This is an optimization exercise on Yosys and OpenROAD, whose aim is small area and a short achievable clock period, not a production implementation. The RTL was checked by simulation tests, not by an equivalence proof against the original design. Power is estimated from default activity; no workload was simulated.

== run 1 ==
// fpcvt_top
module fpcvt_top #(
    parameter int TAG_W = 4
) (
    input  logic                         clk,
    input  logic                         rst,
    input  logic                         f2i_valid,
    output logic                         f2i_ready,
    input  logic [63:0]                  f2i_data,
    input  logic [TAG_W-1:0]             f2i_tag,
    input  logic                         i2f_valid,
    output logic                         i2f_ready,
    input  logic [63:0]                  i2f_data,
    input  logic [TAG_W-1:0]             i2f_tag,
    output logic                         res_valid,
    input  logic                         res_ready,
    output logic [63:0]                  res_data,
    output logic [fpcvt_pkg::FLAG_W-1:0] res_flags,
    output logic [TAG_W-1:0]             res_tag,
    output logic                         res_src
);
Size: about 2900 cells after synthesis, ~140 flip-flops, ~220 I/O pins, about 18000 µm² of cells after synthesis.
clock: 7.0 ns
lec_check: 0
abc_area: 1
cap_margin: 20
core_margin: 2
core_utilization: 46
gpl_routability_driven: 0
setup_slack_margin: 2.7
slew_margin: 20
standard.sh (not shown) runs the stock make flow with config.mk's settings and CLKGATE_MAP_FILE= SYNTH_SCRIPT=/design/flow/synth_recipe.tcl, a recipe that flattens the netlist after the stock synthesis.
==> flow/flow/run.sh <==
#!/bin/bash
# The standard layout, with the port buffers made as buf_1 cells instead of
# the buffer_ports default (a slow delay cell on this platform).
set -euo pipefail
export BUFFER_PORTS_ARGS="-buffer_cell sky130_fd_sc_hd__buf_1"
bash standard.sh > flow_standard.log 2>&1
diff inputs: run 1 => run 2
# run 1
export LEC_CHECK = 0
export ABC_AREA = 1
export CAP_MARGIN = 20
export CORE_MARGIN = 2
export CORE_UTILIZATION = 46
export GPL_ROUTABILITY_DRIVEN = 0
export SETUP_SLACK_MARGIN = 2.7
export SLEW_MARGIN = 20
create_clock -name core_clock -period 7.0 [get_ports {clk}]
# run 2
export LEC_CHECK = 0
export ABC_AREA = 1
export CAP_MARGIN = 20
export CORE_MARGIN = 2
export CORE_UTILIZATION = 40
export SETUP_SLACK_MARGIN = 2.85
export SLEW_MARGIN = 20
create_clock -name core_clock -period 7.0 [get_ports {clk}]
[summary]
Run 2: no failed stages, no open violations at the end
Run comparison: run 1 timing endpoint of the critical path res_data[44]; run 2 timing endpoint of the critical path res_data[41]
[run 2] post-layout worst setup margin rose 0.16 ns relative to run 1
Run 2 against run 1: first-pass GRT wire length increased 3.1%, worst hold-check slack went up by 0.016 ns, peak clock frequency supported by timing increased by 3.8% relative to the old numbers, placement-stage worst setup slack has increased.
Between run 1 and run 2, cell count after placement is lower for run 1, run 2 comes in above that.
Compared run 2 vs run 1, and count of plain and timing-repair buffers in the layout is up in run 2.
The largest fanout on the critical path in run 2 sits 4 above the value recorded for run 1.
[inputs] run 3 vs run 2
# run 2
export LEC_CHECK = 0
export ABC_AREA = 1
export CAP_MARGIN = 20
export CORE_MARGIN = 2
export CORE_UTILIZATION = 40
export SETUP_SLACK_MARGIN = 2.85
export SLEW_MARGIN = 20
create_clock -name core_clock -period 7.0 [get_ports {clk}]
# run 3
export LEC_CHECK = 0
export ABC_AREA = 1
export CAP_MARGIN = 20
export CORE_MARGIN = 2
export CORE_UTILIZATION = 50
export SETUP_SLACK_MARGIN = 2.7
export SLEW_MARGIN = 20
create_clock -name core_clock -period 7.0 [get_ports {clk}]
Findings:
- Summary: with run 2 as the reference, final area in run 3 moved down by a few percent.
- The signed area change from the synthesized netlist to the final layout of run 3 falls short of that of run 2 by 5.0 points.
- Cmp run 3 and run 2 / relative contribution of combinational cells to total power / lower: run 3
- Re inserted tap cell count: run 2 was higher than run 3.
- Via count: run 2 vs run 3 — no meaningful difference
- The run with more setup slack is run 2; run 3 has less.
- Summary: with run 2 as the reference, wire length of the first global-routing pass in run 3 moved down by a few percent.
- Re placement row count: run 3 is 9 down on run 2.
- NOTE DRC marker count from the first detailed-route iteration run 2->run 3 increased by a little under 10%
> inputs changed (run 3 -> run 4)
# run 3
export LEC_CHECK = 0
export ABC_AREA = 1
export CAP_MARGIN = 20
export CORE_MARGIN = 2
export CORE_UTILIZATION = 50
export SETUP_SLACK_MARGIN = 2.7
export SLEW_MARGIN = 20
create_clock -name core_clock -period 7.0 [get_ports {clk}]
# run 4
export LEC_CHECK = 0
export ABC_AREA = 1
export CAP_MARGIN = 20
export CORE_MARGIN = 2
export CORE_UTILIZATION = 46
export SETUP_SLACK_MARGIN = 2.7
export SLEW_MARGIN = 20
export TNS_END_PERCENT = 30
create_clock -name core_clock -period 7.0 [get_ports {clk}]
==> notes.md <==
Comparing run 3 and run 4, area growth from synthesis to layout is lower on run 3.
For data-path buffer share of cell area in the final layout, run 3 and run 4 come out practically identical.
On combinational logic power, run 4 tracks run 3 almost exactly.
There was hardly any difference in clock buffer and inverter area fraction after layout between run 4 and run 3.
Number of well taps grows by more than 10% when moving from run 3 to run 4.
Diff run 4..run 3 | synthesized area | unchanged
Proportion of power drawn by flip-flops and latches: run 3 vs run 4, no meaningful difference
Note that the placeable core region recorded for run 4 amounts to 1.09 times the value seen in run 3.
Core utilization of the finished layout is lower on run 4
Run 4 reports a lower via-per-instance ratio than run 3 does.
Layout net count delta (run 3 -> run 4): insignificant

---

alpha:
Starting RTL as in the previous note.
Settings: LEC_CHECK=0, ABC_AREA=1, CAP_MARGIN=20, CORE_MARGIN=2, CORE_UTILIZATION=46, SETUP_SLACK_MARGIN=2.6, SLEW_MARGIN=20; clock period 7.0 ns.
Scripts as last shown in full above: flow/flow/run.sh
Per the final summary, alpha finished and its layout is clean on timing, DRC and antenna.
Here is what was changed in the inputs of beta compared with alpha.
# alpha
export LEC_CHECK = 0
export ABC_AREA = 1
export CAP_MARGIN = 20
export CORE_MARGIN = 2
export CORE_UTILIZATION = 46
export SETUP_SLACK_MARGIN = 2.6
export SLEW_MARGIN = 20
create_clock -name core_clock -period 7.0 [get_ports {clk}]
# beta
export LEC_CHECK = 0
export ABC_AREA = 1
export CAP_MARGIN = 20
export CORE_MARGIN = 2
export CORE_UTILIZATION = 34
export SETUP_SLACK_MARGIN = 2.7
export SLEW_MARGIN = 20
create_clock -name core_clock -period 7.0 [get_ports {clk}]
[summary]
beta vs alpha: met1 wire length up slightly
Taking alpha as the reference, in beta cell area climbed about 3%, initial detailed-routing violation count climbed 52, met1 usage in global routing dropped 13 points, number of core rows climbed about 17%, multi-input combinational area share dropped 1.1 points.
alpha → beta: number of global-route vias before repair decreased by about 2.2% relative to the old numbers, post-detailed-placement half-perimeter wirelength held steady, post-route minimum period fell by 0.0046 ns.
beta vs alpha — die outline area rose 14000 µm².
Any difference in total power between beta and alpha is small enough to ignore.
> inputs changed (beta -> gamma)
# beta
export LEC_CHECK = 0
export ABC_AREA = 1
export CAP_MARGIN = 20
export CORE_MARGIN = 2
export CORE_UTILIZATION = 34
export SETUP_SLACK_MARGIN = 2.7
export SLEW_MARGIN = 20
create_clock -name core_clock -period 7.0 [get_ports {clk}]
# gamma
export LEC_CHECK = 0
export ABC_AREA = 1
export CAP_MARGIN = 20
export CORE_MARGIN = 2
export CORE_UTILIZATION = 55
export SETUP_SLACK_MARGIN = 2.7
export SLEW_MARGIN = 20
create_clock -name core_clock -period 7.0 [get_ports {clk}]
### Flow results
In the flow results for beta and gamma, the setup fix buffers added after clock tree synthesis is larger on beta. A top routing layer in use of met4 is what beta shows, while met5 belongs to gamma. gamma: setup slack is 0.014 ns higher than what beta reported. In gamma the count of clock buffers in the final design turned out 1 higher than in beta. Between beta and gamma, the flow reports overall die height decreasing by more than 10%. On number of cells in the design after placement: between beta and gamma, it ends up lower for gamma. gamma against beta; total power is down slightly. Total non-filler cell area in the finished layout: gamma vs beta down 370 µm². On power dissipated in sequential cells, beta and gamma are basically level.

---

build 31:
The RTL this note starts from:
==> flow/design.v <==
package fpcvt_pkg;
    localparam int FLAG_W        = 3;
    localparam int FLAG_INVALID  = 2;
    localparam int FLAG_OVERFLOW = 1;
    localparam int FLAG_INEXACT  = 0;
    localparam int FP64_BIAS = 1023;
endpackage
`timescale 1ns/10ps
module fp64_to_int64 #(
    parameter int TAG_W = 4
) (
    input  logic                          clk,
    input  logic                          load,
    input  logic [63:0]                   in_data,
    input  logic [TAG_W-1:0]              in_tag,
    output logic [63:0]                   q_word,
    output logic                          q_sign,
    output logic [fpcvt_pkg::FLAG_W-1:0]  q_flags,
    output logic [TAG_W-1:0]              q_tag
);
    logic        s;
    logic [10:0] e;
    logic [51:0] m;
    logic        m_nz;
    logic        is_nan, in_rng, shifted, sat, exact_min, below_one, at_one;
    logic [5:0]  amt;
    logic [64:0] sh [0:6];
    logic [6:0]  st;
    logic        inexact_n;
    logic [63:0] nxt_word;
    logic [fpcvt_pkg::FLAG_W-1:0] nxt_flags;
    assign s = in_data[63];
    assign e = in_data[62:52];
    assign m = in_data[51:0];
    assign m_nz = |m;
    assign is_nan    = (e == 11'h7ff) && m_nz;
    assign in_rng    = e[10] && (e[9:6] == 4'd0);
    assign shifted   = in_rng && (e[5:1] != 5'h1f);
    assign sat       = e[10] && !shifted && !is_nan;
    assign exact_min = (e == 11'd1086) && s && !m_nz;
    assign below_one = !e[10] && (e[9:0] != 10'h3ff);
    assign at_one    = !e[10] && (e[9:0] == 10'h3ff);
    assign amt   = ~e[5:0];
    assign sh[0] = {1'b1, m, 12'd0};
    assign st[0] = 1'b0;
    for (genvar j = 0; j < 6; j++) begin : g_sh
        localparam int D = 1 << (5 - j);
        assign sh[j+1] = amt[5-j] ? {{D{1'b0}}, sh[j][64:D]} : sh[j];
        assign st[j+1] = st[j] | (amt[5-j] & (|sh[j][D-1:0]));
    end
    assign inexact_n = st[6];
    always_comb begin
        nxt_word = '0;
        if (shifted) nxt_word = sh[6][63:0];
        if (at_one)  nxt_word[0] = 1'b1;
        if (sat)     nxt_word = s ? 64'h8000_0000_0000_0000 : 64'h7fff_ffff_ffff_ffff;
    end
    always_comb begin
        nxt_flags = '0;
        nxt_flags[fpcvt_pkg::FLAG_INVALID]  = is_nan;
        nxt_flags[fpcvt_pkg::FLAG_OVERFLOW] = sat && !exact_min;
        nxt_flags[fpcvt_pkg::FLAG_INEXACT]  = (below_one && ((e != 11'd0) || m_nz))
                                            || (at_one && m_nz)
                                            || (shifted && inexact_n);
    end
    always_ff @(posedge clk) begin
        if (load) begin
            q_word  <= nxt_word;
            q_sign  <= s;
            q_flags <= nxt_flags;
            q_tag   <= in_tag;
        end
    end
endmodule
`timescale 1ns/10ps
module int64_to_fp64 #(
    parameter int TAG_W = 4
) (
    input  logic                 clk,
    input  logic                 load,
    input  logic [63:0]          in_data,
    input  logic [TAG_W-1:0]     in_tag,
    output logic [63:0]          q_word,
    output logic                 q_sticky,
    output logic [TAG_W-1:0]     q_tag
);
    logic        s;
    logic [63:0] x;
    logic [63:0] d;
    logic [5:0]  lzd;
    logic [63:0] xs [0:6];
    logic        low_nz;
    logic        is_zero;
    logic        pow2neg;
    logic [10:0] exp_v;
    logic [63:0] nxt_word;
    assign x = in_data;
    assign s = x[63];
    assign d[0] = 1'b1;
    assign d[63:1] = x[63:1] ^ x[62:0];
    lzc64 u_lzc (.v(d), .cnt(lzd));
    assign xs[0] = x;
    for (genvar j = 0; j < 6; j++) begin : g_sh
        localparam int D = 1 << (5 - j);
        assign xs[j+1] = lzd[5-j] ? {xs[j][63-D:0], {D{1'b0}}} : xs[j];
    end
    assign low_nz  = |xs[6][9:0];
    assign is_zero = (x == 64'd0);
    assign pow2neg = s && !(|(~x[63:1] & x[62:0]));
    assign exp_v   = 11'd1085 - 11'(lzd) + 11'(pow2neg);
    assign nxt_word = {s, exp_v & {11{!is_zero}}, xs[6][61:10]};
    always_ff @(posedge clk) begin
        if (load) begin
            q_word    <= nxt_word;
            q_sticky  <= low_nz;
            q_tag     <= in_tag;
        end
    end
endmodule
module lzc64 (
    input  logic [63:0] v,
    output logic [5:0]  cnt
);
    logic [31:0] v1;  logic [0:0] c1 [0:31];
    logic [15:0] v2;  logic [1:0] c2 [0:15];
    logic [7:0]  v3;  logic [2:0] c3 [0:7];
    logic [3:0]  v4;  logic [3:0] c4 [0:3];
    logic [1:0]  v5;  logic [4:0] c5 [0:1];
    always_comb begin
        for (int i = 0; i < 32; i++) begin
            v1[i] = v[2*i+1] | v[2*i];
            c1[i] = !v[2*i+1];
        end
        for (int i = 0; i < 16; i++) begin
            v2[i] = v1[2*i+1] | v1[2*i];
            c2[i] = v1[2*i+1] ? {1'b0, c1[2*i+1]} : {1'b1, c1[2*i]};
        end
        for (int i = 0; i < 8; i++) begin
            v3[i] = v2[2*i+1] | v2[2*i];
            c3[i] = v2[2*i+1] ? {1'b0, c2[2*i+1]} : {1'b1, c2[2*i]};
        end
        for (int i = 0; i < 4; i++) begin
            v4[i] = v3[2*i+1] | v3[2*i];
            c4[i] = v3[2*i+1] ? {1'b0, c3[2*i+1]} : {1'b1, c3[2*i]};
        end
        for (int i = 0; i < 2; i++) begin
            v5[i] = v4[2*i+1] | v4[2*i];
            c5[i] = v4[2*i+1] ? {1'b0, c4[2*i+1]} : {1'b1, c4[2*i]};
        end
        cnt = v5[1] ? {1'b0, c5[1]} : {1'b1, c5[0]};
    end
endmodule
`timescale 1ns/10ps
module result_arbiter #(
    parameter int TAG_W = 4
) (
    input  logic                         clk,
    input  logic                         rst,
    input  logic                         f2i_valid,
    output logic                         f2i_ready,
    input  logic                         i2f_valid,
    output logic                         i2f_ready,
    output logic                         load0,
    output logic                         load1,
    input  logic [63:0]                  word0,
    input  logic                         sign0,
    input  logic [fpcvt_pkg::FLAG_W-1:0] flags0,
    input  logic [TAG_W-1:0]             tag0,
    input  logic [63:0]                  word1,
    input  logic                         sticky1,
    input  logic [TAG_W-1:0]             tag1,
    output logic                         res_valid,
    input  logic                         res_ready,
    output logic [63:0]                  res_data,
    output logic [fpcvt_pkg::FLAG_W-1:0] res_flags,
    output logic [TAG_W-1:0]             res_tag,
    output logic                         res_src
);
    logic held0, held1, prio, grant1;
    logic n_held0, n_held1, n_prio;
    logic take0, take1, xfer;
    logic [63:0] below0, below1;
    logic [63:0] r0, r1;
    assign res_valid = held0 | held1;
    assign res_src   = grant1;
    assign take0     = res_ready & !grant1;
    assign take1     = res_ready & grant1;
    assign f2i_ready = !held0 | take0;
    assign i2f_ready = !held1 | take1;
    assign load0     = f2i_valid & f2i_ready;
    assign load1     = i2f_valid & i2f_ready;
    assign xfer      = res_valid & res_ready;
    always_comb begin
        n_held0 = load0 | (held0 & !take0);
        n_held1 = load1 | (held1 & !take1);
        n_prio  = xfer ? !grant1 : prio;
        if (rst) begin
            n_held0 = 1'b0;
            n_held1 = 1'b0;
            n_prio  = 1'b0;
        end
    end
    always_ff @(posedge clk) begin
        held0  <= n_held0;
        held1  <= n_held1;
        prio   <= n_prio;
        grant1 <= n_held1 & (!n_held0 | n_prio);
    end
    function automatic [63:0] below_of;
        input [63:0] v;
        input        st;
        logic [63:0] p;
        p = {v[62:0], st};
        for (int l = 0; l < 6; l++) begin
            for (int i = 0; i < 64; i++) begin
                if ((i >> l) & 1)
                    p[i] = p[i] | p[((i >> l) << l) - 1];
            end
        end
        below_of = p;
    endfunction
    assign below0 = below_of(word0, 1'b0);
    assign below1 = below_of({12'd0, word1[51:0]}, sticky1);
    assign r0 = word0 ^ ({64{sign0}} & below0);
    assign r1 = {word1[63:52], word1[51:0] ^ ({52{word1[63]}} & below1[51:0])};
    assign res_data  = grant1 ? r1 : r0;
    assign res_flags = grant1 ? {2'b00, sticky1} : flags0;
    assign res_tag   = grant1 ? tag1 : tag0;
endmodule
`timescale 1ns/10ps
module fpcvt_top #(
    parameter int TAG_W = 4
) (
    input  logic                         clk,
    input  logic                         rst,
    input  logic                         f2i_valid,
    output logic                         f2i_ready,
    input  logic [63:0]                  f2i_data,
    input  logic [TAG_W-1:0]             f2i_tag,
    input  logic                         i2f_valid,
    output logic                         i2f_ready,
    input  logic [63:0]                  i2f_data,
    input  logic [TAG_W-1:0]             i2f_tag,
    output logic                         res_valid,
    input  logic                         res_ready,
    output logic [63:0]                  res_data,
    output logic [fpcvt_pkg::FLAG_W-1:0] res_flags,
    output logic [TAG_W-1:0]             res_tag,
    output logic                         res_src
);
    logic                         load0, load1;
    logic [63:0]                  word0, word1;
    logic                         sign0, sticky1;
    logic [fpcvt_pkg::FLAG_W-1:0] flags0;
    logic [TAG_W-1:0]             tag0, tag1;
    fp64_to_int64 #(.TAG_W(TAG_W)) u_f2i (
        .clk     (clk),
        .load    (load0),
        .in_data (f2i_data),
        .in_tag  (f2i_tag),
        .q_word  (word0),
        .q_sign  (sign0),
        .q_flags (flags0),
        .q_tag   (tag0)
    );
    int64_to_fp64 #(.TAG_W(TAG_W)) u_i2f (
        .clk       (clk),
        .load      (load1),
        .in_data   (i2f_data),
        .in_tag    (i2f_tag),
        .q_word    (word1),
        .q_sticky  (sticky1),
        .q_tag     (tag1)
    );
    result_arbiter #(.TAG_W(TAG_W)) u_arb (
        .clk       (clk),
        .rst       (rst),
        .f2i_valid (f2i_valid),
        .f2i_ready (f2i_ready),
        .i2f_valid (i2f_valid),
        .i2f_ready (i2f_ready),
        .load0     (load0),
        .load1     (load1),
        .word0     (word0),
        .sign0     (sign0),
        .flags0    (flags0),
        .tag0      (tag0),
        .word1     (word1),
        .sticky1   (sticky1),
        .tag1      (tag1),
        .res_valid (res_valid),
        .res_ready (res_ready),
        .res_data  (res_data),
        .res_flags (res_flags),
        .res_tag   (res_tag),
        .res_src   (res_src)
    );
endmodule
export LEC_CHECK = 0
export ABC_AREA = 1
export CAP_MARGIN = 20
export CORE_MARGIN = 2
export CORE_UTILIZATION = 40
export SETUP_SLACK_MARGIN = 2.8
export SLEW_MARGIN = 20
create_clock -name core_clock -period 7.0 [get_ports {clk}]
Scripts as last shown in full above: flow/flow/run.sh
For build 64, these inputs were changed with respect to build 31:
Settings: SYNTH_HIERARCHICAL now 1, previously not set; SETUP_SLACK_MARGIN now 2.5, was 2.8.
Findings:
For combinational cell power, dividing the value from build 64 by the value from build 31 gives 1.07. Build 64 against build 31; count of mapped cells out of synthesis is up by more than 10%. Of build 64 and build 31, the run reporting the lower clock period minus worst slack was build 31. Taking build 31 as the reference point, the multi-input logic cell count of build 64 rises by 23%. Compared with build 31, build 64 shows total placed cells including tap cells that has gone up by more than 10%.
What build 98 does differently from build 64 at the input level:
Settings: SYNTH_HIERARCHICAL removed (was 1); SETUP_SLACK_MARGIN changed from 2.5 to 3.0.
Findings:
All of build 98 and build 64 finish clean. Per the comparison of build 98 with build 64, total standard cell area after synthesis fell by 2300 sq um, final total power now sits lower, required time at the endpoint of the critical path went down by 1.51 ns. Sort build 98 and build 64 by final worst-path cycle share asc -> top: build 98. There was hardly any difference in combinational power between build 98 and build 64. Relative to build 64, total number of multi-input combinational cells has gone down in build 98. Compared to build 64, build 98 has count of non-CTS inverters in the layout 17 higher. Build 98 vs build 64 — well-tap cell count dropped 79. In the metrics for build 98 and build 64, the one carrying the lower relative contribution of the clock network to total power is build 64.
Edits applied to the flow inputs when going from build 98 to build 80:
Settings: swapping 3.0 for 2.5 in SETUP_SLACK_MARGIN; putting PLACE_DENSITY at 0.75 where nothing was set.
Build 80 has count of clock-buffer cells in the layout above what build 98 had.
| total area of multi-input combinational cells | build 80 vs build 98 | about 4.6% lower |
Diff build 98 -> build 80 | clock group total power | down by a few percent
Placement-stage worst setup slack in build 80 is 0.13 ns above build 98.

[static timing again, ports no longer ideal]
Ports are ideal in the flow. The routed layouts listed here were re-timed in OpenROAD. Step 1: set_driving_cell puts a clkbuf_16 on clk and a buf_2 on each other input, an assumption about the parent block. Step 2 also shifts input and output timing later by t, the mid clock arrival at the registers, as if the neighbouring blocks saw the same clock. Three values: no drivers, after step 1, after step 2; two values: the first two.
| run | t, ns | setup WS [ns] | pins driven straight from the clock port |
|---|---|---|---|
| run 1 | 0.480 | 2.653 / 2.604 / 2.417 | 1 |
| run 2 | 0.479 | 2.811 / 2.760 / 2.531 | 1 |
| run 3 | 0.474 | 2.608 / 2.560 / 2.405 | 1 |
| run 4 | 0.487 | 2.696 / 2.647 / 2.325 | 1 |
| alpha | 0.483 | 2.695 / 2.671 / 2.232 | 1 |
| beta | 0.487 | 2.699 / 2.644 / 2.406 | 1 |
| gamma | 0.474 | 2.713 / 2.679 / 2.263 | 1 |
| build 31 | 0.493 | 2.674 / 2.618 / 2.469 | 1 |
| build 64 | 0.486 | 2.568 / 2.600 / 2.113 | 1 |
| build 98 | 0.502 | 2.693 / 2.633 / 2.632 | 1 |
| build 80 | 0.484 | 2.475 / 2.426 / 2.213 | 1 |
After both steps every run listed still meets setup and hold. The setup slack of alpha, which loses most, moves by -0.024 ns with the drivers and by -0.463 ns with both steps.
